From an optimization exercise on the open Yosys and OpenROAD flow, aimed at small area; shortcuts taken in it are not production practice. Only simulation tests tie the RTL to the original design; equivalence was not proved. Power and IR drop assume default switching activity.

==> design.v <==
package procesador_multiciclo_pkg;
   localparam logic [2:0] S_FETCH  = 3'b000;
   localparam logic [2:0] S_MEM    = 3'b001;
   localparam logic [2:0] S_ALIGN1 = 3'b010;
   localparam logic [2:0] S_ALIGN2 = 3'b011;
   localparam logic [2:0] S_EX1    = 3'b100;
   localparam logic [2:0] S_EX2    = 3'b101;
   localparam logic [2:0] S_CLR    = 3'b110;
   localparam logic [2:0] S_HALT   = 3'b111;
   localparam logic [3:0] C_ADD  = 4'd0;
   localparam logic [3:0] C_SUB  = 4'd1;
   localparam logic [3:0] C_AND  = 4'd2;
   localparam logic [3:0] C_OR   = 4'd3;
   localparam logic [3:0] C_SLT  = 4'd4;
   localparam logic [3:0] C_ADDI = 4'd5;
   localparam logic [3:0] C_LW   = 4'd6;
   localparam logic [3:0] C_SW   = 4'd7;
   localparam logic [3:0] C_BEQ  = 4'd8;
   localparam logic [3:0] C_J    = 4'd9;
   localparam logic [3:0] C_ILL  = 4'd10;
   localparam logic [5:0] OP_RTYPE = 6'h00;
   localparam logic [5:0] OP_ADDI  = 6'h08;
   localparam logic [5:0] OP_LW    = 6'h23;
   localparam logic [5:0] OP_SW    = 6'h2B;
   localparam logic [5:0] OP_BEQ   = 6'h04;
   localparam logic [5:0] OP_J     = 6'h02;
   localparam logic [5:0] FN_ADD = 6'h20;
   localparam logic [5:0] FN_SUB = 6'h22;
   localparam logic [5:0] FN_AND = 6'h24;
   localparam logic [5:0] FN_OR  = 6'h25;
   localparam logic [5:0] FN_SLT = 6'h2A;
   function automatic logic [3:0] decode(input logic [5:0] op, input logic [5:0] fn);
      case (op)
         OP_RTYPE: begin
            case (fn)
               FN_ADD:  decode = C_ADD;
               FN_SUB:  decode = C_SUB;
               FN_AND:  decode = C_AND;
               FN_OR:   decode = C_OR;
               FN_SLT:  decode = C_SLT;
               default: decode = C_ILL;
            endcase
         end
         OP_ADDI: decode = C_ADDI;
         OP_LW:   decode = C_LW;
         OP_SW:   decode = C_SW;
         OP_BEQ:  decode = C_BEQ;
         OP_J:    decode = C_J;
         default: decode = C_ILL;
      endcase
   endfunction
endpackage
module banco_reg_param #(
   parameter int DW = 32
) (
   input  logic          clk,
   input  logic [4:0]    ra1,
   input  logic [4:0]    ra2,
   output logic          rd1,
   output logic          rd2,
   input  logic [31:1]   we,
   input  logic          wd
);
   logic [31:0] lsb;
   assign lsb[0] = 1'b0;
   for (genvar r = 1; r < 32; r++) begin : g_reg
      logic [DW-1:0] q;
      always_ff @(posedge clk) q <= {we[r] ? wd : q[0], q[DW-1:1]};
      assign lsb[r] = q[0];
   end
   assign rd1 = lsb[ra1];
   assign rd2 = lsb[ra2];
endmodule
module procesador_multiciclo #(
   parameter int            DW       = 32,
   parameter int            AW       = 8,
   parameter logic [AW-1:0] RESET_PC = '0
) (
   input  logic          clk,
   input  logic          rst_n,
   output logic          mem_req,
   output logic          mem_we,
   output logic [AW-1:0] mem_addr,
   output logic [DW-1:0] mem_wdata,
   input  logic [DW-1:0] mem_rdata,
   input  logic          mem_ack,
   output logic          halted,
   output logic [AW-1:0] pc_dbg
);
   logic [2:0]    state, state_nx;
   logic [3:0]    cls;
   logic [4:0]    cnt;           
   logic [AW-3:0] pcw;           
   logic          pc_c;          
   logic [AW-1:0] addr;          
   logic [31:0]   dr;            
   logic [4:0]    rsq, rtq;      
   logic          c;             
   logic          f;             
   wire ex1   = (state == procesador_multiciclo_pkg::S_EX1);
   wire ex2   = (state == procesador_multiciclo_pkg::S_EX2);
   wire clr   = (state == procesador_multiciclo_pkg::S_CLR);
   wire last  = (cnt == 5'd31);
   wire first = (cnt == 5'd0);
   wire lo8   = (cnt[4:3] == 2'd0);              
   wire pcwin = lo8 && (cnt[2:1] != 2'd0);       
   wire c_add  = (cls == procesador_multiciclo_pkg::C_ADD);
   wire c_sub  = (cls == procesador_multiciclo_pkg::C_SUB);
   wire c_and  = (cls == procesador_multiciclo_pkg::C_AND);
   wire c_or   = (cls == procesador_multiciclo_pkg::C_OR);
   wire c_slt  = (cls == procesador_multiciclo_pkg::C_SLT);
   wire c_addi = (cls == procesador_multiciclo_pkg::C_ADDI);
   wire c_lw   = (cls == procesador_multiciclo_pkg::C_LW);
   wire c_sw   = (cls == procesador_multiciclo_pkg::C_SW);
   wire c_beq  = (cls == procesador_multiciclo_pkg::C_BEQ);
   wire c_j    = (cls == procesador_multiciclo_pkg::C_J);
   wire c_ill  = (cls == procesador_multiciclo_pkg::C_ILL);
   wire is_r   = c_add | c_sub | c_and | c_or | c_slt;
   wire is_imm = c_addi | c_lw | c_sw;
   wire is_mem = c_lw | c_sw;
   wire inv    = c_sub | c_slt | c_beq;
   wire w1     = c_add | c_sub | c_and | c_or | c_addi;
   wire single = w1 | c_j;                        
   logic        ra, rb, wbit, wen;
   logic [4:0]  wa;
   logic [31:1] we;
   assign wa = is_r ? dr[15:11] : rtq;
   always_comb begin
      for (int r = 1; r < 32; r++)
         we[r] = clr || (wen && wa == 5'(r));
   end
   banco_reg_param #(.DW(DW)) u_rf (
      .clk (clk),
      .ra1 (rsq),
      .ra2 (rtq),
      .rd1 (ra),
      .rd2 (rb),
      .we  (we),
      .wd  (wbit)
   );
   wire opb  = is_imm ? dr[0] : rb;
   wire opbx = opb ^ inv;
   wire cin  = first ? inv : c;
   wire sum  = ra ^ opbx ^ cin;
   wire cout = (ra & opbx) | (ra & cin) | (opbx & cin);
   always_comb begin
      wen  = 1'b0;
      wbit = 1'b0;
      if (ex1) begin
         wen = w1;
         if (c_and)     wbit = ra & rb;
         else if (c_or) wbit = ra | rb;
         else           wbit = sum;
      end else if (ex2) begin
         wen  = c_lw | c_slt;
         wbit = c_lw ? dr[0] : (f & first);
      end
   end
   wire pc_upd = pcwin && ((ex1 && !c_beq) || ex2 || clr);
   wire pc_add = ex2 & c_beq & f & dr[0];
   wire pc_ci  = (cnt == 5'd2) ? (ex1 | (ex2 & c_beq)) : pc_c;
   wire pc_nb  = (ex1 && c_j) ? dr[0] : (pcw[0] ^ pc_add ^ pc_ci);
   wire a_in   = (ex1 && is_mem) ? sum : (pc_nb & pcwin);
   wire fetch_now = last && (clr || (ex1 && single) || ex2);
   wire req       = (state[2:1] == 2'b00);
   assign mem_req   = req || fetch_now;
   assign mem_we    = (state == procesador_multiciclo_pkg::S_MEM) && c_sw;
   assign mem_addr  = addr;
   assign mem_wdata = dr;
   assign halted    = (state == procesador_multiciclo_pkg::S_HALT);
   assign pc_dbg    = {pcw, 2'b00};
   always_comb begin
      state_nx = state;
      case (state)
         procesador_multiciclo_pkg::S_FETCH,
         procesador_multiciclo_pkg::S_MEM:
            if (mem_ack) state_nx = {last, ~last, state[0]};
         procesador_multiciclo_pkg::S_ALIGN1,
         procesador_multiciclo_pkg::S_ALIGN2:
            if (last) state_nx = {2'b10, state[0]};
         procesador_multiciclo_pkg::S_EX1:
            if (last) begin
               if (c_ill)       state_nx = procesador_multiciclo_pkg::S_HALT;
               else if (is_mem) state_nx = procesador_multiciclo_pkg::S_MEM;
               else if (!single) state_nx = procesador_multiciclo_pkg::S_EX2;
               else state_nx = mem_ack ? procesador_multiciclo_pkg::S_EX1 : procesador_multiciclo_pkg::S_FETCH;
            end
         procesador_multiciclo_pkg::S_EX2,
         procesador_multiciclo_pkg::S_CLR:
            if (last) state_nx = mem_ack ? procesador_multiciclo_pkg::S_EX1 : procesador_multiciclo_pkg::S_FETCH;
         default: state_nx = procesador_multiciclo_pkg::S_HALT;
      endcase
   end
   wire dr_ld = mem_req && mem_ack;
   wire dr_sh = (ex1 && (c_sw || ((c_addi || c_lw) && cnt < 5'd15) || (c_j && cnt >= 5'd2))) ||
                (ex2 && (c_lw || (c_beq && cnt >= 5'd2)));
   always_ff @(posedge clk or negedge rst_n) begin
      if (!rst_n) begin
         state <= procesador_multiciclo_pkg::S_CLR;
         cnt   <= '0;
         pcw   <= RESET_PC[AW-1:2];
      end else begin
         state <= state_nx;
         cnt   <= cnt + 5'd1;
         if (pc_upd) pcw <= {pc_nb, pcw[AW-3:1]};
      end
   end
   always_ff @(posedge clk) begin
      if (dr_ld)      dr <= mem_rdata;
      else if (dr_sh) dr <= {rb, dr[31:1]};
      if (mem_req && mem_ack && state != procesador_multiciclo_pkg::S_MEM) begin
         cls <= procesador_multiciclo_pkg::decode(mem_rdata[31:26], mem_rdata[5:0]);
         rsq <= mem_rdata[25:21];
         rtq <= mem_rdata[20:16];
      end
      if (lo8 && (ex1 || ex2 || clr)) addr <= {a_in, addr[AW-1:1]};
      if (pc_upd) pc_c <= (pcw[0] & pc_add) | (pcw[0] & pc_ci) | (pc_add & pc_ci);
      if (ex1) begin
         c <= cout;
         if (c_slt) f <= (ra ^ rb) ? ra : sum;
         else       f <= (first | f) & ~sum;
      end
   end
endmodule
==> flow/run.sh <==
#!/bin/bash
# Layout flow: the standard ORFS flow (standard.sh) with these changes in
# how the layout is made:
#  * after the standard synthesis, its combinational logic is re-mapped by
#    ABC with an area script (flow/remap.ys); registers are untouched;
#  * port buffers use the smallest buffer cell (buf_1);
#  * clock tree: small clock buffers, small sink clusters, no dummy loads.
# Each tool writes its full output to a log of its own in this folder
# (flow_*.log) and ORFS's step logs stay under orfs/logs/.
set -euo pipefail
export BUFFER_PORTS_ARGS="-buffer_cell sky130_fd_sc_hd__buf_1"
export CTS_ARGS="-sink_clustering_enable -repair_clock_nets -sink_clustering_size 10 -sink_clustering_max_diameter 40 -buf_list sky130_fd_sc_hd__clkbuf_4 -dont_use_dummy_load"
YOSYS=${YOSYS_EXE:-$FLOW_HOME/../tools/install/yosys/bin/yosys}
LIB=$FLOW_HOME/platforms/$FLOW_PLATFORM/lib/sky130_fd_sc_hd__tt_025C_1v80.lib
R=orfs/results/$FLOW_PLATFORM/procesador_multiciclo/base

bash ./standard.sh synth > flow_synth.log 2>&1
cp $R/1_2_yosys.v flow_std_netlist.v
SEQ=$(grep -oE "sky130_fd_sc_hd__(df|edf|sdf|dl|conb)[a-z0-9_]+" flow_std_netlist.v | sort -u | tr '\n' ' ')
sed -e "s#LIBFILE#$LIB#g" -e "s#NETIN#flow_std_netlist.v#" -e "s#NETOUT#flow_remap_netlist.v#" \
    -e "s#TOPNAME#$FLOW_TOP#" -e "s#^flatten#blackbox $SEQ\nflatten#" flow/remap.ys > flow_remap.ys
$YOSYS -s flow_remap.ys > flow_remap.log 2>&1
cp flow_remap_netlist.v $R/1_2_yosys.v
rm -f $R/1_synth.odb $R/1_synth.sdc
bash ./standard.sh synth > flow_synth_odb.log 2>&1
bash ./standard.sh finish > flow_standard.log 2>&1
==> flow/remap.ys <==
# Area re-mapping of the standard synthesis's combinational logic. The
# flip-flops and tie cells are black boxes here, so every register keeps its
# instance name and cell type; only the logic between them is re-mapped.
read_liberty -ignore_miss_func LIBFILE
read_verilog NETIN
hierarchy -top TOPNAME
flatten
rename -hide w:*.*
opt_clean -purge
abc -liberty LIBFILE -script +strash;dch,-f;amap;dnsize -dont_use sky130_fd_sc_hd__probe_p_8 -dont_use sky130_fd_sc_hd__probec_p_8 -dont_use sky130_fd_sc_hd__lpflow_bleeder_1 -dont_use sky130_fd_sc_hd__lpflow_clkbufkapwr_1 -dont_use sky130_fd_sc_hd__lpflow_clkbufkapwr_16 -dont_use sky130_fd_sc_hd__lpflow_clkbufkapwr_2 -dont_use sky130_fd_sc_hd__lpflow_clkbufkapwr_4 -dont_use sky130_fd_sc_hd__lpflow_clkbufkapwr_8 -dont_use sky130_fd_sc_hd__lpflow_clkinvkapwr_1 -dont_use sky130_fd_sc_hd__lpflow_clkinvkapwr_16 -dont_use sky130_fd_sc_hd__lpflow_clkinvkapwr_2 -dont_use sky130_fd_sc_hd__lpflow_clkinvkapwr_4 -dont_use sky130_fd_sc_hd__lpflow_clkinvkapwr_8 -dont_use sky130_fd_sc_hd__lpflow_decapkapwr_12 -dont_use sky130_fd_sc_hd__lpflow_decapkapwr_3 -dont_use sky130_fd_sc_hd__lpflow_decapkapwr_4 -dont_use sky130_fd_sc_hd__lpflow_decapkapwr_6 -dont_use sky130_fd_sc_hd__lpflow_decapkapwr_8 -dont_use sky130_fd_sc_hd__lpflow_inputiso0n_1 -dont_use sky130_fd_sc_hd__lpflow_inputiso0p_1 -dont_use sky130_fd_sc_hd__lpflow_inputiso1n_1 -dont_use sky130_fd_sc_hd__lpflow_inputiso1p_1 -dont_use sky130_fd_sc_hd__lpflow_inputisolatch_1 -dont_use sky130_fd_sc_hd__lpflow_isobufsrc_1 -dont_use sky130_fd_sc_hd__lpflow_isobufsrc_16 -dont_use sky130_fd_sc_hd__lpflow_isobufsrc_2 -dont_use sky130_fd_sc_hd__lpflow_isobufsrc_4 -dont_use sky130_fd_sc_hd__lpflow_isobufsrc_8 -dont_use sky130_fd_sc_hd__lpflow_isobufsrckapwr_16 -dont_use sky130_fd_sc_hd__lpflow_lsbuf_lh_hl_isowell_tap_1 -dont_use sky130_fd_sc_hd__lpflow_lsbuf_lh_hl_isowell_tap_2 -dont_use sky130_fd_sc_hd__lpflow_lsbuf_lh_hl_isowell_tap_4 -dont_use sky130_fd_sc_hd__lpflow_lsbuf_lh_isowell_4 -dont_use sky130_fd_sc_hd__lpflow_lsbuf_lh_isowell_tap_1 -dont_use sky130_fd_sc_hd__lpflow_lsbuf_lh_isowell_tap_2 -dont_use sky130_fd_sc_hd__lpflow_lsbuf_lh_isowell_tap_4 -dont_use sky130_fd_sc_hd__fill_1 -dont_use sky130_fd_sc_hd__fill_2 -dont_use sky130_fd_sc_hd__fill_4 -dont_use sky130_fd_sc_hd__fill_8 
splitnets
opt_clean -purge
hilomap -singleton -hicell sky130_fd_sc_hd__conb_1 HI -locell sky130_fd_sc_hd__conb_1 LO
insbuf -buf sky130_fd_sc_hd__buf_4 A X
stat -liberty LIBFILE
write_verilog -noattr -noexpr -nohex -nodec NETOUT
==> standard.sh <==
#!/bin/bash
# synth_recipe.tcl (not shown) runs the flow's synth.tcl, then flattens the netlist and writes it again
# the make line also repeats each setting of config.mk as NAME=value (left out here)
make -C /OpenROAD-flow-scripts/flow DESIGN_CONFIG=/design/flow/config.mk WORK_HOME=/design/flow/orfs CLKGATE_MAP_FILE= SYNTH_SCRIPT=/design/flow/synth_recipe.tcl "${@:-finish}"
==> config.mk <==
export PLATFORM = sky130hd
export DESIGN_NAME = procesador_multiciclo
export DESIGN_NICKNAME = procesador_multiciclo
export VERILOG_FILES = /design/flow/design.v
export SDC_FILE = /design/flow/constraint.sdc
export NUM_CORES = 4
export LEC_CHECK = 0
export CAP_MARGIN = 0
export CORE_MARGIN = 2
export CORE_UTILIZATION = 65
export GPL_TIMING_DRIVEN = 0
export SLEW_MARGIN = 0
==> constraint.sdc <==
create_clock -name core_clock -period 6.5 [get_ports {clk}]
set_input_delay 1.3000 -clock core_clock [delete_from_list [all_inputs] [get_ports {clk}]]
set_output_delay 1.3000 -clock core_clock [all_outputs]
set_load 0.01 [all_outputs]
==> flow_summary_export.csv, run 1 <==
group,metric,value,unit
timing,maxSlewHeadroom,23.3,%
logic_synthesis,synthCells,1485,
timing,unrepaired_setup_endpoints_after_global_routing,"false",
timing,timing.final.crit_share,70.1,%
floorplan,io-pin-count,86,
global_routing,groute.usage.overall,18.8,%
logic_synthesis,avgSynthCellArea,16.3,um^2
global_routing,grt_antenna_before_repair,5,
pwr,power_dens_cells,384,nW/um^2
clock_network,ctsLongestPathBuffers,3,
place,buffer_ports.inserted,83,
pwr,leakage,10.4,nW
floorplan,coreArea,36600,um^2
setup_path,crit_fanout,31,
drt,vias,10600,
setup_path,cp_cell_sequence,"clkinv_1 -> a221oi_1 -> a211oi_1 -> a2111oi_2 -> buf_2 -> a21oi_1 -> o221ai_1 -> a21oi_1 -> clkinv_1 -> o21ai_0 -> a31oi_4 -> a21oi_1",
floorplan,die_footprint,38700,um^2
global_routing,number_of_global_route_vias_before_repair,10700,
drt,antenna_violating_nets_post_route,0,
flow_run,max-cap-violations,0,
timing,finalMaxSlewViolations,0,
drt,detailedRoute.firstPassIterationCount,5,
setup_path,worst_ep_required_time,7.07,ns
clock_network,worstSkewPairLatency,0.82,ns
timing,min_period,4.56,ns
final_layout,areaGrowthSynthToFinish,7.84,%
place,postPlaceCellArea,25100,um^2
clock_network,clkSinkCount,1063,
clock_network,htree_num_levels,3,
place,hpwl,22600,um
floorplan,initial_core_util,65.9,%
drt,via_per_inst,4.92,
run_status,outcome,"finished clean",
drt,detail_route.wl_per_cell,16.2,um
timing,fmax_achieved,219,MHz
setup_path,cp_top_family,"compound AO/OA/AOI/OAI gates",
clock_network,tritoncts.num_buffers,120,
setup_path,critPathMostFrequentCell,"sky130_fd_sc_hd__a21oi_1",
floorplan,die_outline_width,197,um
final_layout,final_net_count,1729,
place,gp_congestion,0.850,
timing,final_hold_viol_count,0,
setup_path,slowest_delay,0.78,ns
clock_network,cts.repair_timing.setup_buffer_count,0,
setup_path,critPathLaunchType,"register",
global_routing,grt_pass1_wl,55700,um
setup_path,crit_slowest_cell,"sky130_fd_sc_hd__a31oi_4",
drt,drt_drc_violations_left,0,
final_layout,final_layout_size_suffix_gt1_share,7.74,%
floorplan,number_of_placement_rows,70,
clock_network,cts_hold_buffers,0,
drt,drtIter0Drc,469,
global_routing,grt_remaining_overflow,0,
clock_network,postCtsResizedCells,0,
pwr,irDropWorstVdd,0.000306,V
setup_path,cp.buffers_inverters,3,
timing,max_slew.worst_pin.slew,1.15,ns
clock_network,cts.reportedPaths.clkPinSlew,0.10,ns
floorplan,overall_die_height,197,um
setup_path,setup.worst_path.class,"reg -> reg",
final_layout,final_core_utilization,71.1,%
pwr,finalPower,10.0,mW
logic_synthesis,ys.warnings.count,2,
setup_path,timing.critical_path.arrival,5.13,ns
timing,final.setup_skew,0.102,ns
timing,final.setup.tns,0,ns
logic_synthesis,syn_area,24100,um^2
clock_network,cts_tree,"built",
hold_path,min-delay-path-class,"reg -> reg",
clock_network,cts_root_buffer,"sky130_fd_sc_hd__clkbuf_4",
global_routing,grt_max_degree,36,
drt,totalWireLength,35100,um
final_layout,final_design_area_no_fill,26000,um^2
timing,worst_hold_slack,0.276,ns
setup_path,worstSetupEndpointType,"register",
timing,setup_viol,0,
[worst paths after layout]
kind / from / end / slack, ns / cells after the start
max: rtq[2] / u_rf.g_reg[22].q[31] / 1.94 / 12
min: u_rf.g_reg[14].q[30] / u_rf.g_reg[14].q[29] / 0.28 / 0
max reg2reg: rtq[2] / u_rf.g_reg[22].q[31] / 1.94 / 12
min reg2reg: u_rf.g_reg[14].q[30] / u_rf.g_reg[14].q[29] / 0.28 / 0
max in group asynchronous: rst_n / cnt[0] / 5.45 / 1
min in group asynchronous: rst_n / pcw[2] / 0.54 / 1
[per-layer routing]
metal	up-vias	global-route usage (%)	share of wire, %
met5	-	0	0.083
met4	4	8.44	2.4
met3	73	5.07	4.4
met2	203	28.6	45
met1	5026	25.7	48
li1	5334	-	-
[power by group]
part / switching [mW] / internal [mW]
combinational: 0.0855 / 0.0422
sequential: 0.153 / 7.14
clock: 1.74 / 0.846
total: 1.98 / 8.02
[cells in the final DEF, fill, tap and decap left out, drive strengths merged, types with 4 or more instances in the layout]
master,instances
clkinv,41
buf,87
nand3,8
a21oi,60
or2,5
nor3,22
o22a,27
diode,4
a2111oi,5
dfxtp,992
a32oi,4
clkbuf,121
nor2,121
nor2b,5
o221ai,14
nand2,24
o22ai,10
a31oi,6
a221oi,9
o21ai,31
edfxtp,57
dfrtp,12
[stage by stage]
| step | setup WS, ns | cells |
|---|---|---|
| after CTS | 1.95 | 2159 |
| final | 1.94 | 2164 |
| after global placement | -1.13 | 2037 |
| after global routing | 1.56 | 2162 |
| after detailed placement | 1.92 | 2039 |
| after floorplan | 2.04 | 1486 |
[area by class of cell]
cell class              instances  area [um^2]
inverters                      41          154
flip-flops and latches       1063        21900
diodes                          4         10.0
clock buffers                 120          901
plain buffers                   2         15.0
well taps                     468          586
repair buffers                 86          352
multi-input cells             380         2090
fillers                      2343        10600
[sequential cells by signal, summed over array words and instances, names as in the netlist]
signal / count
f: 1
u_rf.g.q: 992
rsq: 5
c: 1
pc_c: 1
cls: 4
dr: 32
state: 3
addr: 8
pcw: 6
cnt: 5
rtq: 5
==> run 2: changes to the inputs <==
--- a/flow/run.sh
+++ b/flow/run.sh
@@ -9,7 +9,7 @@
 # (flow_*.log) and ORFS's step logs stay under orfs/logs/.
 set -euo pipefail
 export BUFFER_PORTS_ARGS="-buffer_cell sky130_fd_sc_hd__buf_1"
-export CTS_ARGS="-sink_clustering_enable -repair_clock_nets -sink_clustering_size 10 -sink_clustering_max_diameter 40 -buf_list sky130_fd_sc_hd__clkbuf_4 -dont_use_dummy_load"
+export CTS_ARGS="-sink_clustering_enable -repair_clock_nets -sink_clustering_size 12 -sink_clustering_max_diameter 30 -buf_list sky130_fd_sc_hd__clkbuf_4 -dont_use_dummy_load"
 YOSYS=${YOSYS_EXE:-$FLOW_HOME/../tools/install/yosys/bin/yosys}
 LIB=$FLOW_HOME/platforms/$FLOW_PLATFORM/lib/sky130_fd_sc_hd__tt_025C_1v80.lib
 R=orfs/results/$FLOW_PLATFORM/procesador_multiciclo/base
--- a/config.mk
+++ b/config.mk
@@ -5,8 +5,7 @@
 export SDC_FILE = /design/flow/constraint.sdc
 export NUM_CORES = 4
 export LEC_CHECK = 0
-export CAP_MARGIN = 0
+export CAP_MARGIN = 20
 export CORE_MARGIN = 2
 export CORE_UTILIZATION = 65
-export GPL_TIMING_DRIVEN = 0
-export SLEW_MARGIN = 0
+export SLEW_MARGIN = 20
==> flow_summary_export.csv, run 2 <==
group,metric,value,unit
run_status,outcome,"finished clean",
setup_path,worst_ep_required_time,5.20,ns
drt,totalWireLength,36400,um
drt,detail_route.wl_per_cell,16.8,um
logic_synthesis,avgSynthCellArea,16.3,um^2
floorplan,die_outline_width,197,um
drt,via_per_inst,4.92,
final_layout,final_net_count,1731,
setup_path,timing.critical_path.arrival,2.75,ns
place,buffer_ports.inserted,83,
drt,drt_drc_violations_left,0,
timing,max_slew.worst_pin.slew,0.944,ns
timing,setup_viol,0,
timing,timing.final.crit_share,62.3,%
pwr,internal_power,8.03,mW
timing,worst_hold_slack,0.276,ns
global_routing,grt_antenna_before_repair,3,
timing,finalMaxSlewViolations,0,
final_layout,most_common_library_cell_in_the_layout_ignoring_fill_and_taps,"sky130_fd_sc_hd__dfxtp_1",
setup_path,crit_fanout,10,
timing,final.setup_skew,0.0919,ns
drt,drtIter0Drc,478,
global_routing,grt_remaining_overflow,0,
drt,detailedRoute.firstPassIterationCount,5,
place,placed_cells,2041,
floorplan,initial_core_util,65.9,%
clock_network,worstSkewPairLatency,0.89,ns
setup_path,reg2reg_setup_slack,2.62,ns
pwr,part_of_the_power_in_the_clock_network,26.0,%
final_layout,final_design_area_no_fill,26000,um^2
timing,maxSlewHeadroom,36.7,%
floorplan,die_footprint,38700,um^2
hold_path,min-delay-path-class,"reg -> reg",
floorplan,io-pin-count,86,
timing,final_hold_viol_count,0,
setup_path,setup.worst_path.class,"reg -> out",
hold_path,timing.hold.worst_endpoint,"u_rf.g_reg[27].q[30]",
clock_network,cts.repair_timing.setup_buffer_count,0,
setup_path,cp_cell_sequence,"clkinv_1 -> nor2_1 -> clkinv_1 -> o211ai_1 -> nor2_1 -> nor3_1 -> buf_1",
final_layout,largest_registers,"u_rf.g.q (992), dr (32), addr (8)",
floorplan,coreArea,36600,um^2
flow_run,max-cap-violations,0,
floorplan,overall_die_height,197,um
clock_network,tritoncts.num_buffers,121,
final_layout,final_core_utilization,71.1,%
floorplan,number_of_placement_rows,70,
setup_path,worstSetupEndpointType,"output pin",
final_layout,largest_register_ff_count,992,
clock_network,cts_root_buffer,"sky130_fd_sc_hd__clkbuf_4",
global_routing,grt_max_degree,35,
setup_path,r2r-end,"u_rf.g_reg[22].q[31]",
final_layout,final_cell_mix,"sky130_fd_sc_hd__dfxtp_1 (992), sky130_fd_sc_hd__nor2_1 (121), sky130_fd_sc_hd__clkbuf_4 (121)",
clock_network,cts_tree,"built",
hold_path,worst_hold_path.num_cells,0,
clock_network,cts_hold_buffers,0,
final_layout,layoutNonFillerInstCount,2168,
timing,fmax_achieved,247,MHz
final_layout,total_area_of_multi_input_combinational_cells,2080,um^2
timing,min_period,4.05,ns
drt,antenna_violating_nets_post_route,0,
setup_path,slowest_delay,0.60,ns
final_layout,seq_area,21900,um^2
global_routing,number_of_global_route_vias_before_repair,10900,
final_layout,areaGrowthSynthToFinish,7.89,%
final_layout,fillerInstances,2312,
logic_synthesis,synthCells,1485,
pwr,leakage,10.4,nW
final_layout,final_layout_size_suffix_gt1_share,7.79,%
drt,vias,10700,
timing,setup_slack,2.45,ns
place,postPlaceCellArea,25100,um^2
clock_network,cts.reportedPaths.clkPinSlew,0.11,ns
timing,unrepaired_setup_endpoints_after_global_routing,"false",
pwr,comb_power_share,1.2,%
clock_network,postCtsResizedCells,0,
timing,final.setup.tns,0,ns
clock_network,clkSinkCount,1063,
setup_path,critPathLaunchType,"register",
pwr,pwr-share-seq,72.8,%
final_layout,largest_register,"u_rf.g.q",
global_routing,grt_pass1_wl,57300,um
pwr,power_dens_cells,385,nW/um^2
setup_path,critical_path.reg2reg.startpoint,"rsq[0]",
setup_path,crit_slowest_cell,"sky130_fd_sc_hd__edfxtp_1",
setup_path,worst_r2r_path_depth,15,
hold_path,min_from,"u_rf.g_reg[27].q[31]",
place,gp_congestion,0.862,
global_routing,groute.usage.overall,19.4,%
pwr,p_switching,2.00,mW
place,place_worst_setup_slack,2.74,ns
pwr,irDropWorstVdd,0.000281,V
pwr,finalPower,10.0,mW
logic_synthesis,syn_area,24100,um^2
pwr,swShare,20.0,%
place,hpwl,23100,um
logic_synthesis,ys.warnings.count,2,
clock_network,htree_num_levels,3,
clock_network,ctsLongestPathBuffers,3,
-- run 2: cell types whose count changed in the layout (fill, tap and decap cells not counted), sizes merged --
cell and change:
buf +2, diode +2
-- run 2: cell type report --
cell class / count / area share [%]
flip-flops and latches: 1063 / 84.2
multi-input cells: 380 / 7.98
clock buffers: 121 / 3.49
well taps: 468 / 2.25
repair buffers: 89 / 1.45
inverters: 41 / 0.591
diodes: 6 / 0.0577
-- run 2: power by group through the flow --
stage               Sequential (mW)  Combinational, mW  Clock, mW
floorplan                      7.37             0.0698          0
global placement               7.44              0.112          0
detailed placement             7.46              0.115          0
CTS                            7.32              0.116       2.71
global route                   7.37              0.133       2.96
finish                         7.31              0.116       2.61
-- run 2: worst max-delay path, delay by kind of cell (launching register included) --
kind	cells	cell delay (ns)
buf+inv	3	0.57
simple gates	3	0.50
compound gates	1	0.24
flops	1	0.60
-- run 2: how the worst max path moves through the flow --
| stage | endpoint | cells after the start | startpoint |
|---|---|---|---|
| detailed placement | u_rf.g_reg[20].q[31] | 14 | rtq[2] |
| CTS | mem_req | 7 | cls[0] |
| finish | mem_req | 7 | cls[0] |
| global route | mem_req | 7 | cls[0] |
| floorplan | u_rf.g_reg[29].q[31] | 11 | rtq[2] |
| global placement | u_rf.g_reg[29].q[31] | 14 | rtq[2] |
-- run 2: routing by layer --
layer / vias up / global-route usage, % / share of wire, %
met1: 5028 / 26.1 / 47
li1: 5335 / - / -
met3: 89 / 5.34 / 4.3
met4: 0 / 7.96 / 2.7
met2: 218 / 30.1 / 46
met5: - / 0 / 0
==> run 3: changes to the inputs <==
--- a/flow/run.sh
+++ b/flow/run.sh
@@ -9,7 +9,7 @@
 # (flow_*.log) and ORFS's step logs stay under orfs/logs/.
 set -euo pipefail
 export BUFFER_PORTS_ARGS="-buffer_cell sky130_fd_sc_hd__buf_1"
-export CTS_ARGS="-sink_clustering_enable -repair_clock_nets -sink_clustering_size 12 -sink_clustering_max_diameter 30 -buf_list sky130_fd_sc_hd__clkbuf_4 -dont_use_dummy_load"
+export CTS_ARGS="-sink_clustering_enable -repair_clock_nets -sink_clustering_size 11 -sink_clustering_max_diameter 35 -buf_list sky130_fd_sc_hd__clkbuf_4 -dont_use_dummy_load"
 YOSYS=${YOSYS_EXE:-$FLOW_HOME/../tools/install/yosys/bin/yosys}
 LIB=$FLOW_HOME/platforms/$FLOW_PLATFORM/lib/sky130_fd_sc_hd__tt_025C_1v80.lib
 R=orfs/results/$FLOW_PLATFORM/procesador_multiciclo/base
--- a/config.mk
+++ b/config.mk
@@ -8,4 +8,5 @@
 export CAP_MARGIN = 20
 export CORE_MARGIN = 2
 export CORE_UTILIZATION = 65
+export GPL_TIMING_DRIVEN = 0
 export SLEW_MARGIN = 20
==> flow_summary_export.csv, run 3 <==
group,metric,value,unit
clock_network,tritoncts.num_buffers,117,
timing,timing.final.crit_share,71.3,%
final_layout,largest_register,"u_rf.g.q",
setup_path,crit_fanout,19,
setup_path,critPathMostFrequentCell,"sky130_fd_sc_hd__a21oi_1",
final_layout,final_net_count,1726,
logic_synthesis,synthCells,1485,
final_layout,largest_registers,"u_rf.g.q (992), dr (32), addr (8)",
clock_network,worstSkewPairLatency,0.83,ns
clock_network,cts_root_buffer,"sky130_fd_sc_hd__clkbuf_4",
timing,worst_hold_slack,0.256,ns
floorplan,initial_core_util,65.9,%
drt,antenna_violating_nets_post_route,0,
flow_run,max-cap-violations,0,
pwr,leakage,10.3,nW
setup_path,critPathLaunchType,"register",
clock_network,clkSinkCount,1063,
logic_synthesis,syn_area,24100,um^2
global_routing,grt_max_degree,36,
drt,drt_drc_violations_left,0,
timing,max_slew.worst_pin.slew,0.918,ns
setup_path,slowest_delay,0.70,ns
drt,via_per_inst,4.91,
place,buffer_ports.inserted,83,
place,placed_cells,2040,
floorplan,overall_die_height,197,um
drt,detail_route.wl_per_cell,16.3,um
clock_network,cts.reportedPaths.clkPinSlew,0.11,ns
clock_network,cts.repair_timing.setup_buffer_count,0,
final_layout,layoutNonFillerInstCount,2160,
setup_path,timing.critical_path.arrival,5.30,ns
clock_network,cts_hold_buffers,0,
place,gp_congestion,0.850,
timing,final_hold_viol_count,0,
global_routing,grt_pass1_wl,56500,um
final_layout,seq_area,21900,um^2
setup_path,setup.worst_path.start,"rtq[2]",
timing,setup_viol,0,
timing,final.setup_skew,0.121,ns
timing,min_period,4.63,ns
global_routing,number_of_global_route_vias_before_repair,10900,
final_layout,most_common_library_cell_in_the_layout_ignoring_fill_and_taps,"sky130_fd_sc_hd__dfxtp_1",
drt,detailedRoute.firstPassIterationCount,5,
clock_network,ctsLongestPathBuffers,3,
setup_path,cp_cell_sequence,"clkinv_1 -> a221oi_1 -> a211oi_1 -> a2111oi_2 -> buf_2 -> a21oi_1 -> o221ai_1 -> nor2_1 -> a21oi_1 -> clkinv_1 -> o21ai_0 -> a31oi_4 -> buf_8 -> a21oi_1",
clock_network,postCtsResizedCells,0,
floorplan,die_outline_width,197,um
setup_path,crit_slowest_cell,"sky130_fd_sc_hd__edfxtp_1",
clock_network,cts_tree,"built",
setup_path,worst_ep_required_time,7.17,ns
timing,finalMaxSlewViolations,0,
final_layout,areaGrowthSynthToFinish,7.80,%
logic_synthesis,ys.warnings.count,2,
setup_path,setup.worst_path.class,"reg -> reg",
setup_path,critical_path.reg2reg.startpoint,"rtq[2]",
global_routing,grt_antenna_before_repair,3,
final_layout,final_cell_mix,"sky130_fd_sc_hd__dfxtp_1 (992), sky130_fd_sc_hd__nor2_1 (120), sky130_fd_sc_hd__clkbuf_4 (117)",
drt,vias,10600,
final_layout,final_core_utilization,71.1,%
setup_path,worstSetupEndpointType,"register",
clock_network,htree_num_levels,3,
final_layout,total_area_of_multi_input_combinational_cells,2100,um^2
floorplan,coreArea,36600,um^2
final_layout,final_layout_size_suffix_gt1_share,7.70,%
final_layout,largest_register_ff_count,992,
hold_path,min-delay-path-class,"reg -> reg",
run_status,outcome,"finished clean",
global_routing,grt_remaining_overflow,0,
final_layout,fillerInstances,2362,
timing,maxSlewHeadroom,38.4,%
pwr,irDropWorstVdd,0.000274,V
global_routing,groute.usage.overall,19.0,%
hold_path,min_from,"u_rf.g_reg[9].q[31]",
floorplan,io-pin-count,86,
timing,unrepaired_setup_endpoints_after_global_routing,"false",
floorplan,die_footprint,38700,um^2
pwr,power_dens_cells,384,nW/um^2
pwr,finalPower,9.98,mW
drt,totalWireLength,35200,um
drt,drtIter0Drc,407,
timing,final.setup.tns,0,ns
logic_synthesis,avgSynthCellArea,16.3,um^2
floorplan,number_of_placement_rows,70,
place,hpwl,22700,um
timing,fmax_achieved,216,MHz
run 3: cell type report:
class	count	share of cell area, %
Antenna cell	3	0.0289
Inverter	41	0.591
Multi-Input combinational cell	380	8.06
Timing Repair Buffer	86	1.38
Tap cell	468	2.25
Buffer	2	0.0577
Clock buffer	117	3.38
Sequential cell	1063	84.3
run 3: path summary, 6_finish.rpt:
path / endpoint / cells after the start / slack [ns]
min in group asynchronous: pcw[0] / 1 / 0.56
max reg2reg: u_rf.g_reg[26].q[31] / 14 / 1.87
min: u_rf.g_reg[9].q[30] / 0 / 0.26
min reg2reg: u_rf.g_reg[9].q[30] / 0 / 0.26
max: u_rf.g_reg[26].q[31] / 14 / 1.87
max in group asynchronous: state[0] / 1 / 5.43
run 3: worst max-delay path, delay by kind of cell (launching register included):
kind,cells,cell delay (ns)
simple gates,1,0.09
buf+inv,4,1.16
flops,1,0.70
compound gates,9,2.51
run 3: metal layers:
layer | up-vias | part of all wire (%) | track usage (%) | wire length, um
met5 | - | 0.034 | 0 | 12
met4 | 2 | 2.1 | 8.02 | 735
met3 | 62 | 4.2 | 4.53 | 1480
met2 | 191 | 46 | 29.5 | 16200
met1 | 5020 | 48 | 26.1 | 16800
li1 | 5330 | - | - | -
run 3: per-stage QoR:
step	worst slack, ns	instance area (um^2)
2_1_floorplan	2.04	24100
6_report	1.87	26000
3_3_place_gp	-1.13	25000
4_1_cts	1.86	26000
3_5_place_dp	1.88	25100
5_1_grt	1.28	26000
run 3: where the power goes:
| group | leakage (nW) | internal [mW] | switching [mW] |
|---|---|---|---|
| sequential | 8.97 | 7.14 | 0.153 |
| clock | 0.538 | 0.824 | 1.74 |
| combinational | 0.833 | 0.0438 | 0.0866 |
==> run 4: changes to the inputs <==
--- a/config.mk
+++ b/config.mk
@@ -5,8 +5,7 @@
 export SDC_FILE = /design/flow/constraint.sdc
 export NUM_CORES = 4
 export LEC_CHECK = 0
-export CAP_MARGIN = 20
+export CAP_MARGIN = 0
 export CORE_MARGIN = 2
 export CORE_UTILIZATION = 65
-export GPL_TIMING_DRIVEN = 0
-export SLEW_MARGIN = 20
+export SLEW_MARGIN = 0
==> flow_summary_export.csv, run 4 <==
group,metric,value,unit
pwr,leakage,10.3,nW
place,buffer_ports.inserted,83,
floorplan,io-pin-count,86,
floorplan,die_outline_width,197,um
final_layout,largest_register_ff_count,992,
final_layout,final_layout_size_suffix_gt1_share,7.24,%
logic_synthesis,ys.warnings.count,2,
setup_path,crit_fanout,10,
setup_path,critPathLaunchType,"register",
global_routing,use_met3,4.98,%
clock_network,cts_hold_buffers,0,
final_layout,largest_registers,"u_rf.g.q (992), dr (32), addr (8)",
setup_path,cp.buffers_inverters,3,
timing,final.setup.tns,0,ns
final_layout,layoutNonFillerInstCount,2156,
pwr,power_dens_cells,385,nW/um^2
global_routing,gr-max-usage-layer,"met2",
floorplan,number_of_placement_rows,70,
place,gp_congestion,0.862,
global_routing,grt_antenna_before_repair,3,
global_routing,use_met1,26.3,%
run_status,outcome,"finished clean",
clock_network,cts_tree,"built",
global_routing,grt_max_degree,35,
setup_path,cp_top_family,"flip-flops",
floorplan,initial_core_util,65.9,%
clock_network,ctsLongestPathBuffers,3,
setup_path,slowest_delay,0.62,ns
timing,finalMaxSlewViolations,0,
clock_network,cts.repair_timing.setup_buffer_count,0,
timing,final.setup_skew,0.0984,ns
final_layout,final_cell_mix,"sky130_fd_sc_hd__dfxtp_1 (992), sky130_fd_sc_hd__nor2_1 (121), sky130_fd_sc_hd__clkbuf_4 (113)",
clock_network,clkSinkCount,1063,
global_routing,grt_remaining_overflow,0,
logic_synthesis,synthCells,1485,
flow_run,max-cap-violations,0,
drt,totalWireLength,36900,um
setup_path,crit_slowest_cell,"sky130_fd_sc_hd__edfxtp_1",
setup_path,worst_ep_required_time,5.20,ns
final_layout,final_net_count,1722,
drt,vias,10800,
clock_network,cts.reportedPaths.clkPinSlew,0.10,ns
place,hpwl,22900,um
clock_network,postCtsResizedCells,0,
floorplan,coreArea,36600,um^2
clock_network,tritoncts.num_buffers,113,
final_layout,most_common_library_cell_in_the_layout_ignoring_fill_and_taps,"sky130_fd_sc_hd__dfxtp_1",
clock_network,worstSkewPairLatency,0.83,ns
drt,drt_drc_violations_left,0,
drt,antenna_violating_nets_post_route,0,
place,placed_cells,2040,
setup_path,timing.critical_path.arrival,2.74,ns
timing,final_hold_viol_count,0,
timing,unrepaired_setup_endpoints_after_global_routing,"false",
setup_path,cp_cell_sequence,"clkinv_1 -> nor2_1 -> clkinv_1 -> o211ai_1 -> nor2_1 -> nor3_1 -> buf_1",
drt,via_per_inst,4.99,
timing,max_slew.worst_pin.slew,1.22,ns
global_routing,use_met2,32.0,%
global_routing,number_of_global_route_vias_before_repair,11000,
timing,min_period,4.04,ns
floorplan,die_footprint,38700,um^2
drt,drtIter0Drc,495,
drt,detailedRoute.firstPassIterationCount,5,
pwr,finalPower,9.97,mW
global_routing,grt_pass1_wl,58400,um
clock_network,htree_num_levels,3,
pwr,irDropWorstVdd,0.000263,V
floorplan,overall_die_height,197,um
timing,setup_viol,0,
timing,timing.final.crit_share,62.2,%
logic_synthesis,avgSynthCellArea,16.3,um^2
clock_network,cts_root_buffer,"sky130_fd_sc_hd__clkbuf_4",
timing,maxSlewHeadroom,18.8,%
final_layout,largest_register,"u_rf.g.q",
hold_path,min-delay-path-class,"reg -> reg",
setup_path,setup.worst_path.class,"reg -> out",
logic_synthesis,syn_area,24100,um^2
final_layout,areaGrowthSynthToFinish,7.47,%
global_routing,groute.usage.overall,19.9,%
setup_path,worstSetupEndpointType,"output pin",
timing,fmax_achieved,247,MHz
drt,detail_route.wl_per_cell,17.1,um
-- run 4: metal layers --
| metal | up-vias | part of all wire (%) |
|---|---|---|
| li1 | 5316 | - |
| met1 | 5137 | 46 |
| met2 | 230 | 47 |
| met3 | 78 | 4.4 |
| met4 | 0 | 2.5 |
| met5 | - | 0 |
-- run 4: layout make-up --
cell class / count / area, um^2
fillers: 2253 / 10700
repair buffers: 88 / 349
flip-flops and latches: 1063 / 21900
multi-input cells: 380 / 2070
well taps: 468 / 586
inverters: 41 / 154
clock buffers: 113 / 848
diodes: 3 / 7.51
-- run 4: final timing paths --
path                                             end            startpoint  slack, ns  cells past startpoint
worst max-delay path                         mem_req                cls[0]       2.46                      7
worst min-delay path            u_rf.g_reg[14].q[30]  u_rf.g_reg[14].q[31]       0.27                      0
worst max register to register  u_rf.g_reg[14].q[31]                rsq[0]       2.53                     15
worst min register to register  u_rf.g_reg[14].q[30]  u_rf.g_reg[14].q[31]       0.27                      0
max in group asynchronous                     pcw[5]                 rst_n       5.42                      1
min in group asynchronous                     pcw[3]                 rst_n       0.51                      1
-- run 4: report_power, final --
group | total, mW | internal, mW | switching, mW
logic | 0.115 | 0.0412 | 0.0738
registers | 7.31 | 7.14 | 0.172
clock network | 2.55 | 0.798 | 1.75
total | 9.97 | 7.98 | 2.00
-- run 4: metrics by stage --
step / cell area, um^2 / hold slack [ns] / setup slack (ns) / util (%)
detailed placement: 25100 / 0.312 / 2.71 / 68.5
CTS: 25900 / 0.276 / 2.39 / 70.8
global placement: 25100 / 0.310 / 2.75 / 68.5
floorplan: 24100 / 0.310 / 2.04 / -
global route: 25900 / 0.272 / 2.17 / 70.9
finish: 25900 / 0.271 / 2.46 / 70.9
==> run 5: changes to the inputs <==
--- a/config.mk
+++ b/config.mk
@@ -5,7 +5,7 @@
 export SDC_FILE = /design/flow/constraint.sdc
 export NUM_CORES = 4
 export LEC_CHECK = 0
-export CAP_MARGIN = 0
+export CAP_MARGIN = 20
 export CORE_MARGIN = 2
-export CORE_UTILIZATION = 65
-export SLEW_MARGIN = 0
+export CORE_UTILIZATION = 72
+export SLEW_MARGIN = 20
==> flow_summary_export.csv, run 5 <==
group,metric,value,unit
run_status,outcome,"finished clean",
drt,totalWireLength,40200,um
global_routing,grt_antenna_before_repair,2,
logic_synthesis,synthCells,1485,
drt,antenna_violating_nets_post_route,0,
clock_network,cts_hold_buffers,0,
setup_path,crit_fanout,31,
floorplan,die_footprint,35000,um^2
floorplan,number_of_placement_rows,67,
final_layout,final_design_area_no_fill,25900,um^2
final_layout,final_cell_mix,"sky130_fd_sc_hd__dfxtp_1 (992), sky130_fd_sc_hd__nor2_1 (120), sky130_fd_sc_hd__clkbuf_4 (113)",
timing,timing.final.crit_share,60.3,%
setup_path,critical_path.reg2reg.startpoint,"rsq[0]",
final_layout,final_layout_size_suffix_gt1_share,7.36,%
place,hpwl,25300,um
drt,vias,11000,
logic_synthesis,syn_area,24100,um^2
clock_network,cts_root_buffer,"sky130_fd_sc_hd__clkbuf_4",
drt,detailedRoute.firstPassIterationCount,6,
global_routing,number_of_global_route_vias_before_repair,11500,
timing,worst_hold_slack,0.310,ns
timing,min_period,3.92,ns
pwr,irDropWorstVdd,0.000276,V
setup_path,timing.critical_path.arrival,4.65,ns
global_routing,grt_max_degree,33,
clock_network,cts.reportedPaths.clkPinSlew,0.10,ns
clock_network,tritoncts.num_buffers,113,
place,postPlaceCellArea,25100,um^2
timing,max_slew.worst_pin.slew,0.915,ns
floorplan,initial_core_util,72.5,%
clock_network,cts.repair_timing.setup_buffer_count,0,
timing,unrepaired_setup_endpoints_after_global_routing,"false",
timing,setup_viol,0,
timing,final.setup_skew,0.0716,ns
drt,drt_drc_violations_left,0,
place,gp_congestion,0.858,
setup_path,setup.worst_path.start,"rsq[0]",
setup_path,worstSetupEndpointType,"register",
floorplan,overall_die_height,187,um
clock_network,cts_tree,"built",
setup_path,critPathLaunchType,"register",
final_layout,final_core_utilization,77.9,%
global_routing,grt_pass1_wl,63300,um
drt,drtIter0Drc,658,
final_layout,final_net_count,1722,
pwr,power_dens_cells,387,nW/um^2
hold_path,min_from,"u_rf.g_reg[9].q[28]",
clock_network,clkSinkCount,1063,
floorplan,die_outline_width,187,um
final_layout,most_common_library_cell_in_the_layout_ignoring_fill_and_taps,"sky130_fd_sc_hd__dfxtp_1",
global_routing,groute.usage.overall,23.9,%
clock_network,worstSkewPairLatency,0.82,ns
flow_run,max-cap-violations,0,
global_routing,grt_remaining_overflow,0,
floorplan,coreArea,33300,um^2
hold_path,min-delay-path-class,"reg -> reg",
logic_synthesis,avgSynthCellArea,16.3,um^2
final_layout,largest_register,"u_rf.g.q",
setup_path,setup.worst_path.class,"reg -> reg",
floorplan,io-pin-count,86,
timing,maxSlewHeadroom,38.6,%
clock_network,htree_num_levels,3,
timing,finalMaxSlewViolations,0,
drt,detail_route.wl_per_cell,18.8,um
final_layout,largest_registers,"u_rf.g.q (992), dr (32), addr (8)",
pwr,leakage,10.3,nW
drt,via_per_inst,5.15,
place,buffer_ports.inserted,83,
final_layout,areaGrowthSynthToFinish,7.46,%
logic_synthesis,ys.warnings.count,2,
timing,final_hold_viol_count,0,
timing,fmax_achieved,255,MHz
clock_network,ctsLongestPathBuffers,3,
timing,final.setup.tns,0,ns
clock_network,postCtsResizedCells,0,
setup_path,worst_ep_required_time,7.23,ns
final_layout,largest_register_ff_count,992,
-- run 5: metrics by stage --
stage,power (mW),std cells,worst slack [ns]
5_1_grt,10.4,2134,2.24
3_3_place_gp,7.55,2019,2.80
2_1_floorplan,7.44,1486,2.04
6_report,10.0,2134,2.58
3_5_place_dp,7.59,2019,2.73
4_1_cts,10.1,2132,2.56
-- run 5: area by class of cell --
type | count | area (um^2)
multi-input combinational | 380 | 2080
sequential | 1063 | 21900
timing repair buffer | 88 | 369
clock buffer | 113 | 848
inverter | 41 | 154
antenna | 1 | 2.50
tap | 448 | 561
fill | 1809 | 7340
-- run 5: report_power, final --
part / internal [mW] / total, mW / leakage [nW] / switching, mW
clock network: 0.799 / 2.60 / 0.520 / 1.80
logic: 0.0416 / 0.123 / 0.825 / 0.0817
registers: 7.14 / 7.33 / 8.97 / 0.189
total: 7.98 / 10.0 / 10.3 / 2.07
-- run 5: routing by layer --
layer  share of wire, %  GRT usage, %
met1                 43          30.4
met2                 49          38.8
met3                5.8          6.57
met4                2.9          10.4
met5               0.14             0
-- run 5: worst paths after layout --
kind	end	slack (ns)	cells after the start
setup / recovery	u_rf.g_reg[27].q[31]	2.58	15
hold / removal	u_rf.g_reg[9].q[27]	0.31	0
setup reg to reg	u_rf.g_reg[27].q[31]	2.58	15
hold reg to reg	u_rf.g_reg[9].q[27]	0.31	0
max in group asynchronous	pcw[5]	5.44	1
min in group asynchronous	pcw[3]	0.53	1
-- run 5: worst max-delay path, cell delays in order (launching register included) --
cell and delay, ns:
sky130_fd_sc_hd__edfxtp_1 0.68, sky130_fd_sc_hd__clkinv_1 0.53, sky130_fd_sc_hd__nor2_1 0.21, sky130_fd_sc_hd__a311oi_1 0.07
sky130_fd_sc_hd__a311oi_1 0.27, sky130_fd_sc_hd__nor3_1 0.10, sky130_fd_sc_hd__a21oi_1 0.54, sky130_fd_sc_hd__nand2_1 0.14
sky130_fd_sc_hd__o21ai_0 0.14, sky130_fd_sc_hd__nor2_1 0.07, sky130_fd_sc_hd__a21oi_1 0.24, sky130_fd_sc_hd__clkinv_1 0.14
sky130_fd_sc_hd__o21ai_0 0.11, sky130_fd_sc_hd__a31oi_2 0.11, sky130_fd_sc_hd__buf_4 0.26, sky130_fd_sc_hd__a21oi_1 0.23
==> run 6: changes to the inputs <==
--- a/config.mk
+++ b/config.mk
@@ -7,5 +7,5 @@
 export LEC_CHECK = 0
 export CAP_MARGIN = 20
 export CORE_MARGIN = 2
-export CORE_UTILIZATION = 72
+export CORE_UTILIZATION = 55
 export SLEW_MARGIN = 20
==> flow_summary_export.csv, run 6 <==
group,metric,value,unit
place,gp_congestion,0.811,
final_layout,layoutNonFillerInstCount,2281,
timing,final.setup.tns,0,ns
clock_network,tritoncts.num_buffers,119,
floorplan,die_outline_width,213,um
clock_network,cts_hold_buffers,0,
drt,drt_drc_violations_left,0,
clock_network,htree_num_levels,3,
place,hpwl,21500,um
floorplan,initial_core_util,55.9,%
timing,max_slew.worst_pin.slew,0.906,ns
logic_synthesis,avgSynthCellArea,16.3,um^2
floorplan,io-pin-count,86,
pwr,power_dens_cells,382,nW/um^2
setup_path,crit_fanout,10,
floorplan,overall_die_height,213,um
global_routing,number_of_global_route_vias_before_repair,10600,
timing,unrepaired_setup_endpoints_after_global_routing,"false",
final_layout,largest_registers,"u_rf.g.q (992), dr (32), addr (8)",
setup_path,cp_top_family,"buffers and inverters",
final_layout,areaGrowthSynthToFinish,8.40,%
setup_path,path_depth,7,
setup_path,slowest_delay,0.56,ns
global_routing,groute.usage.overall,15.7,%
place,postPlaceCellArea,25300,um^2
place,placed_cells,2157,
timing,final.setup_skew,0.110,ns
clock_network,cts.reportedPaths.clkPinSlew,0.10,ns
drt,detail_route.wl_per_cell,15.0,um
place,place_worst_setup_slack,2.79,ns
drt,via_per_inst,4.67,
floorplan,die_footprint,45600,um^2
pwr,finalPower,9.99,mW
floorplan,coreArea,43200,um^2
hold_path,min-delay-path-class,"reg -> reg",
final_layout,most_common_library_cell_in_the_layout_ignoring_fill_and_taps,"sky130_fd_sc_hd__dfxtp_1",
pwr,leakage,10.3,nW
clock_network,cts.repair_timing.setup_buffer_count,0,
timing,setup_slack,2.53,ns
final_layout,final_net_count,1728,
logic_synthesis,synthCells,1485,
final_layout,final_layout_size_suffix_gt1_share,7.69,%
clock_network,postCtsResizedCells,0,
pwr,irDropWorstVdd,0.000232,V
setup_path,worstSetupEndpointType,"output pin",
run_status,outcome,"finished clean",
timing,maxSlewHeadroom,39.2,%
final_layout,fillerInstances,3378,
flow_run,max-cap-violations,0,
floorplan,number_of_placement_rows,76,
timing,worst_hold_slack,0.225,ns
timing,fmax_achieved,252,MHz
clock_network,ctsLongestPathBuffers,3,
setup_path,crit_slowest_cell,"sky130_fd_sc_hd__edfxtp_1",
hold_path,worst_hold_path.num_cells,0,
clock_network,clkSinkCount,1063,
global_routing,grt_pass1_wl,54800,um
drt,antenna_violating_nets_post_route,0,
setup_path,cp_cell_sequence,"clkinv_1 -> nor2_1 -> clkinv_1 -> o211ai_1 -> nor2_1 -> nor3_1 -> buf_1",
final_layout,final_cell_mix,"sky130_fd_sc_hd__dfxtp_1 (992), sky130_fd_sc_hd__nor2_1 (120), sky130_fd_sc_hd__clkbuf_4 (119)",
clock_network,cts_root_buffer,"sky130_fd_sc_hd__clkbuf_4",
setup_path,timing.critical_path.arrival,2.67,ns
logic_synthesis,ys.warnings.count,2,
timing,final_hold_viol_count,0,
setup_path,cp.buffers_inverters,3,
setup_path,setup.worst_path.class,"reg -> out",
drt,detailedRoute.firstPassIterationCount,5,
timing,setup_viol,0,
logic_synthesis,syn_area,24100,um^2
drt,totalWireLength,34100,um
global_routing,grt_max_degree,33,
setup_path,worst_ep_required_time,5.20,ns
clock_network,cts_tree,"built",
timing,finalMaxSlewViolations,0,
place,buffer_ports.inserted,83,
drt,drtIter0Drc,527,
clock_network,worstSkewPairLatency,0.88,ns
setup_path,worst_r2r_path_depth,15,
timing,min_period,3.97,ns
setup_path,critPathLaunchType,"register",
final_layout,final_design_area_no_fill,26200,um^2
global_routing,grt_remaining_overflow,0,
drt,vias,10700,
final_layout,largest_register,"u_rf.g.q",
final_layout,largest_register_ff_count,992,
timing,timing.final.crit_share,61.1,%
global_routing,grt_antenna_before_repair,8,
final_layout,final_core_utilization,60.6,%
run 6: cell count changes in the layout (fill, tap and decap cells not counted):
cell,delta
sky130_fd_sc_hd__clkbuf_4,+6
sky130_fd_sc_hd__diode_2,+4
run 6: final cells by class:
cell class	instances	area, um^2	area share (%)
Sequential cell	1063	21900	83.8
Tap cell	585	732	2.80
Inverter	41	154	0.588
Timing Repair Buffer	88	369	1.41
Multi-Input combinational cell	380	2080	7.95
Clock buffer	119	893	3.41
Antenna cell	5	12.5	0.0478
run 6: report_power, final:
part           internal [mW]  leakage [nW]  total, mW  switching (mW)
Combinational         0.0416         0.825      0.116          0.0744
Sequential              7.14          8.97       7.29           0.153
Clock                  0.838         0.548       2.59            1.75
run 6: per-layer routing:
layer	part of all wire (%)	vias to the layer above	global-route usage [%]
li1	-	5336	-
met3	5.9	114	5.79
met1	48	4967	21.3
met4	3.7	10	7.93
met5	0.14	-	0
met2	43	224	22.2
run 6: final timing paths:
kind,to,slack (ns),start
setup reg to reg,u_rf.g_reg[17].q[31],2.73,rsq[0]
hold reg to reg,u_rf.g_reg[17].q[2],0.22,u_rf.g_reg[17].q[3]
setup / recovery,mem_req,2.53,cls[0]
min in group asynchronous,cnt[2],0.52,rst_n
hold / removal,u_rf.g_reg[17].q[2],0.22,u_rf.g_reg[17].q[3]
max in group asynchronous,pcw[3],5.44,rst_n
==> run 7: changes to the inputs <==
--- a/config.mk
+++ b/config.mk
@@ -7,5 +7,5 @@
 export LEC_CHECK = 0
 export CAP_MARGIN = 20
 export CORE_MARGIN = 2
-export CORE_UTILIZATION = 55
+export CORE_UTILIZATION = 65
 export SLEW_MARGIN = 20
==> flow_summary_export.csv, run 7 <==
group,metric,value,unit
run_status,outcome,"finished clean",
final_layout,areaGrowthSynthToFinish,7.67,%
drt,drtIter0Drc,440,
timing,final_hold_viol_count,0,
timing,maxSlewHeadroom,36.7,%
final_layout,largest_register_ff_count,992,
clock_network,worstSkewPairLatency,0.83,ns
drt,drt_drc_violations_left,0,
drt,detail_route.wl_per_cell,16.6,um
global_routing,groute.usage.overall,19.3,%
timing,unrepaired_setup_endpoints_after_global_routing,"false",
logic_synthesis,ys.warnings.count,2,
drt,dr.max_layer_used,"met4",
flow_run,max-cap-violations,0,
drt,met2WireLength,16400,um
timing,timing.final.crit_share,61.5,%
drt,totalWireLength,35800,um
final_layout,largest_register,"u_rf.g.q",
drt,detailedRoute.firstPassIterationCount,5,
global_routing,grt_pass1_wl,57100,um
clock_network,cts.reportedPaths.clkPinSlew,0.10,ns
final_layout,final_net_count,1725,
global_routing,number_of_global_route_vias_before_repair,11000,
clock_network,clkSinkCount,1063,
clock_network,cts.repair_timing.setup_buffer_count,0,
floorplan,initial_core_util,65.9,%
final_layout,most_common_library_cell_in_the_layout_ignoring_fill_and_taps,"sky130_fd_sc_hd__dfxtp_1",
final_layout,final_core_utilization,71.0,%
logic_synthesis,syn_area,24100,um^2
drt,vias,10600,
hold_path,min-delay-path-class,"reg -> reg",
setup_path,setup.worst_path.class,"reg -> out",
timing,setup_viol,0,
floorplan,overall_die_height,197,um
final_layout,final_layout_size_suffix_gt1_share,7.46,%
final_layout,final_cell_mix,"sky130_fd_sc_hd__dfxtp_1 (992), sky130_fd_sc_hd__nor2_1 (121), sky130_fd_sc_hd__clkbuf_4 (115)",
setup_path,worstSetupEndpointType,"output pin",
floorplan,die_outline_width,197,um
setup_path,cp_cell_sequence,"clkinv_1 -> nor2_1 -> clkinv_1 -> o211ai_1 -> nor2_1 -> nor3_1 -> buf_1",
global_routing,grt_max_degree,35,
drt,antenna_violating_nets_post_route,0,
floorplan,die_footprint,38700,um^2
clock_network,cts_tree,"built",
timing,max_slew.worst_pin.slew,0.944,ns
clock_network,ctsLongestPathBuffers,3,
drt,via_per_inst,4.93,
timing,fmax_achieved,250,MHz
clock_network,cts_hold_buffers,0,
setup_path,slowest_delay,0.60,ns
timing,final.setup.tns,0,ns
floorplan,io-pin-count,86,
setup_path,timing.critical_path.arrival,2.70,ns
place,gp_congestion,0.862,
global_routing,grt_antenna_before_repair,3,
floorplan,number_of_placement_rows,70,
pwr,leakage,10.3,nW
place,hpwl,23100,um
global_routing,grt_remaining_overflow,0,
setup_path,crit_fanout,10,
setup_path,worst_ep_required_time,5.20,ns
logic_synthesis,synthCells,1485,
clock_network,postCtsResizedCells,0,
setup_path,crit_slowest_cell,"sky130_fd_sc_hd__edfxtp_1",
clock_network,cts_root_buffer,"sky130_fd_sc_hd__clkbuf_4",
clock_network,htree_num_levels,3,
place,buffer_ports.inserted,83,
drt,met1_length,16900,um
timing,min_period,4.00,ns
logic_synthesis,avgSynthCellArea,16.3,um^2
final_layout,largest_registers,"u_rf.g.q (992), dr (32), addr (8)",
pwr,finalPower,9.96,mW
clock_network,tritoncts.num_buffers,115,
timing,final.setup_skew,0.101,ns
pwr,power_dens_cells,383,nW/um^2
floorplan,coreArea,36600,um^2
timing,finalMaxSlewViolations,0,
pwr,irDropWorstVdd,0.000247,V
drt,met3_wirelength,1440,um
setup_path,critPathLaunchType,"register",
[run 7: critical path: cells and delay by family, from the launching register on]
family                 cells  cell delay, ns
DFF                        1            0.60
buffers and inverters      3            0.57
and+or+nand+nor            3            0.51
AOI/OAI and AO/OA          1            0.24
[run 7: metal layers]
| metal | track usage [%] | up-vias |
|---|---|---|
| li1 | - | 5320 |
| met1 | 26.0 | 5043 |
| met2 | 30.2 | 199 |
| met3 | 5.05 | 84 |
| met4 | 8.21 | 0 |
| met5 | 0 | - |
[run 7: final timing paths]
check	start	to	slack, ns	cells past startpoint
max in group asynchronous	rst_n	state[0]	5.38	1
hold / removal	u_rf.g_reg[30].q[22]	u_rf.g_reg[30].q[21]	0.28	0
setup reg to reg	rsq[0]	u_rf.g_reg[9].q[31]	2.62	15
hold reg to reg	u_rf.g_reg[30].q[22]	u_rf.g_reg[30].q[21]	0.28	0
min in group asynchronous	rst_n	pcw[1]	0.53	1
setup / recovery	cls[0]	mem_req	2.50	7
[run 7: through the flow]
step | std cells | hold WS [ns] | cell area [um^2] | setup WS, ns
final | 2159 | 0.277 | 26000 | 2.50
after floorplan | 1486 | 0.310 | 24100 | 2.04
after global placement | 2040 | 0.310 | 25100 | 2.75
after CTS | 2156 | 0.278 | 26000 | 2.40
after global routing | 2159 | 0.270 | 26000 | 2.21
after detailed placement | 2041 | 0.312 | 25100 | 2.74
[run 7: area by class of cell]
class                      instances  area, um^2
antenna                            3        7.51
clock buffer                     115         863
fill                            2321       10600
inverter                          41         154
multi-input combinational        380        2080
sequential                      1063       21900
tap                              468         586
timing repair buffer              89         377
[run 7: where the power goes]
group	switching, mW	leakage, nW	internal [mW]	total, mW
sequential	0.168	8.97	7.14	7.31
combinational	0.0737	0.831	0.0416	0.115
clock	1.73	0.529	0.811	2.54
total	1.97	10.3	7.99	9.96
==> run 8: changes to the inputs <==
--- a/flow/run.sh
+++ b/flow/run.sh
@@ -9,7 +9,7 @@
 # (flow_*.log) and ORFS's step logs stay under orfs/logs/.
 set -euo pipefail
 export BUFFER_PORTS_ARGS="-buffer_cell sky130_fd_sc_hd__buf_1"
-export CTS_ARGS="-sink_clustering_enable -repair_clock_nets -sink_clustering_size 11 -sink_clustering_max_diameter 35 -buf_list sky130_fd_sc_hd__clkbuf_4 -dont_use_dummy_load"
+export CTS_ARGS="-sink_clustering_enable -repair_clock_nets -sink_clustering_size 14 -sink_clustering_max_diameter 40 -buf_list {sky130_fd_sc_hd__clkbuf_4 sky130_fd_sc_hd__clkbuf_8} -dont_use_dummy_load"
 YOSYS=${YOSYS_EXE:-$FLOW_HOME/../tools/install/yosys/bin/yosys}
 LIB=$FLOW_HOME/platforms/$FLOW_PLATFORM/lib/sky130_fd_sc_hd__tt_025C_1v80.lib
 R=orfs/results/$FLOW_PLATFORM/procesador_multiciclo/base
==> flow_summary_export.csv, run 8 <==
group,metric,value,unit
clock_network,postCtsResizedCells,0,
pwr,irDropWorstVdd,0.000307,V
drt,detailedRoute.firstPassIterationCount,5,
final_layout,final_core_utilization,72.1,%
floorplan,die_outline_width,197,um
global_routing,groute.usage.overall,19.8,%
final_layout,antenna-diode-count,0,
logic_synthesis,ys.warnings.count,2,
floorplan,die_footprint,38700,um^2
floorplan,number_of_placement_rows,70,
setup_path,worst_r2r_path_depth,15,
clock_network,cts_hold_buffers,0,
clock_network,htree_num_levels,3,
place,hpwl,23100,um
place,buffer_ports.inserted,83,
timing,timing.final.crit_share,59.3,%
clock_network,cts_tree,"built",
drt,met3_wirelength,1410,um
drt,antenna_violating_nets_post_route,0,
timing,final.setup.tns,0,ns
setup_path,crit_fanout,31,
run_status,outcome,"finished clean",
final_layout,final_cell_mix,"sky130_fd_sc_hd__dfxtp_1 (992), sky130_fd_sc_hd__nor2_1 (121), sky130_fd_sc_hd__clkbuf_8 (94)",
floorplan,overall_die_height,197,um
global_routing,number_of_global_route_vias_before_repair,10900,
final_layout,final_net_count,1704,
logic_synthesis,synthCells,1485,
setup_path,critPathLaunchType,"register",
timing,fmax_achieved,259,MHz
final_layout,largest_register,"u_rf.g.q",
drt,drt_drc_violations_left,0,
global_routing,grt_max_degree,35,
global_routing,grt_pass1_wl,58100,um
timing,maxSlewHeadroom,36.4,%
floorplan,io-pin-count,86,
timing,final.setup_skew,0.0739,ns
floorplan,initial_core_util,65.9,%
hold_path,worst_hold_path.num_cells,0,
global_routing,grt_remaining_overflow,0,
flow_run,max-cap-violations,0,
timing,final_hold_viol_count,0,
drt,dr.max_layer_used,"met4",
clock_network,tritoncts.num_buffers,94,
setup_path,setup.worst_path.class,"reg -> reg",
timing,max_slew.worst_pin.slew,0.948,ns
setup_path,worstSetupEndpointType,"register",
timing,unrepaired_setup_endpoints_after_global_routing,"false",
clock_network,cts.reportedPaths.clkPinSlew,0.08,ns
clock_network,cts_root_buffer,"sky130_fd_sc_hd__clkbuf_8",
drt,met1_length,17300,um
timing,setup_viol,0,
drt,vias,10600,
drt,via_per_inst,4.94,
timing,finalMaxSlewViolations,0,
pwr,leakage,10.5,nW
drt,totalWireLength,36800,um
pwr,power_dens_cells,399,nW/um^2
setup_path,timing.critical_path.arrival,4.41,ns
final_layout,areaGrowthSynthToFinish,9.42,%
setup_path,worst_ep_required_time,7.06,ns
final_layout,largest_registers,"u_rf.g.q (992), dr (32), addr (8)",
global_routing,grt_antenna_before_repair,1,
clock_network,cts.repair_timing.setup_buffer_count,0,
place,gp_congestion,0.862,
logic_synthesis,syn_area,24100,um^2
timing,min_period,3.85,ns
drt,drtIter0Drc,448,
drt,detail_route.wl_per_cell,17.2,um
clock_network,ctsLongestPathBuffers,3,
final_layout,most_common_library_cell_in_the_layout_ignoring_fill_and_taps,"sky130_fd_sc_hd__dfxtp_1",
final_layout,final_layout_size_suffix_gt1_share,6.30,%
final_layout,largest_register_ff_count,992,
floorplan,coreArea,36600,um^2
clock_network,worstSkewPairLatency,0.65,ns
clock_network,clkSinkCount,1063,
logic_synthesis,avgSynthCellArea,16.3,um^2
pwr,finalPower,10.5,mW
drt,met2WireLength,16700,um
hold_path,min-delay-path-class,"reg -> reg",
run 8: area by class of cell:
class | instances | area, um^2
clock buffer | 94 | 1290
multi-input combinational | 380 | 2080
fill | 2203 | 10200
inverter | 41 | 154
tap | 468 | 586
sequential | 1063 | 21900
timing repair buffer | 89 | 377
run 8: worst max-delay path: stages, from the launching register on:
cell,delay [ns]
sky130_fd_sc_hd__edfxtp_1,0.67
sky130_fd_sc_hd__clkinv_1,0.50
sky130_fd_sc_hd__nor2_1,0.22
sky130_fd_sc_hd__a311oi_1,0.07
sky130_fd_sc_hd__a311oi_1,0.26
sky130_fd_sc_hd__nor3_1,0.10
sky130_fd_sc_hd__a21oi_1,0.52
sky130_fd_sc_hd__nand2_1,0.15
sky130_fd_sc_hd__o21ai_0,0.14
sky130_fd_sc_hd__nor2_1,0.07
sky130_fd_sc_hd__a21oi_1,0.24
sky130_fd_sc_hd__clkinv_1,0.14
sky130_fd_sc_hd__o21ai_0,0.12
sky130_fd_sc_hd__a31oi_2,0.12
sky130_fd_sc_hd__buf_4,0.26
sky130_fd_sc_hd__a21oi_1,0.19
run 8: per-layer routing:
metal	GRT usage [%]	vias to the layer above
li1	-	5222
met1	26.7	5033
met2	30.7	197
met3	4.50	105
met4	9.38	0
met5	0	-
run 8: worst paths after layout:
check	startpoint	slack, ns	endpoint
max	rsq[0]	2.65	u_rf.g_reg[20].q[31]
min	u_rf.g_reg[9].q[31]	0.29	u_rf.g_reg[9].q[30]
max reg2reg	rsq[0]	2.65	u_rf.g_reg[20].q[31]
min reg2reg	u_rf.g_reg[9].q[31]	0.29	u_rf.g_reg[9].q[30]
max in group asynchronous	rst_n	5.27	pcw[5]
min in group asynchronous	rst_n	0.70	pcw[3]
run 8: report_power, final:
group          total, mW  internal (mW)  switching [mW]  leakage, nW
clock               3.11           1.29            1.82        0.676
sequential          7.31           7.14           0.172         8.97
combinational      0.115         0.0416          0.0738        0.831
total               10.5           8.47            2.06         10.5
run 8: per-stage QoR:
stage	instance area [um^2]	instances	worst slack, ns	hold slack, ns
2_1_floorplan	24100	1486	2.04	0.310
3_3_place_gp	25100	2040	2.75	0.310
4_1_cts	26400	2135	2.61	0.287
6_report	26400	2135	2.65	0.286
5_1_grt	26400	2135	2.28	0.289
3_5_place_dp	25100	2041	2.74	0.312

Re-timed with assumed drivers on the ports (clkbuf_16 on the clock, buf_2 on other inputs), run 8 has 2.600 ns of setup slack against 2.646 ns with ideal ports, and 2.646 ns once port delays also move by the mid clock arrival of 0.672 ns.
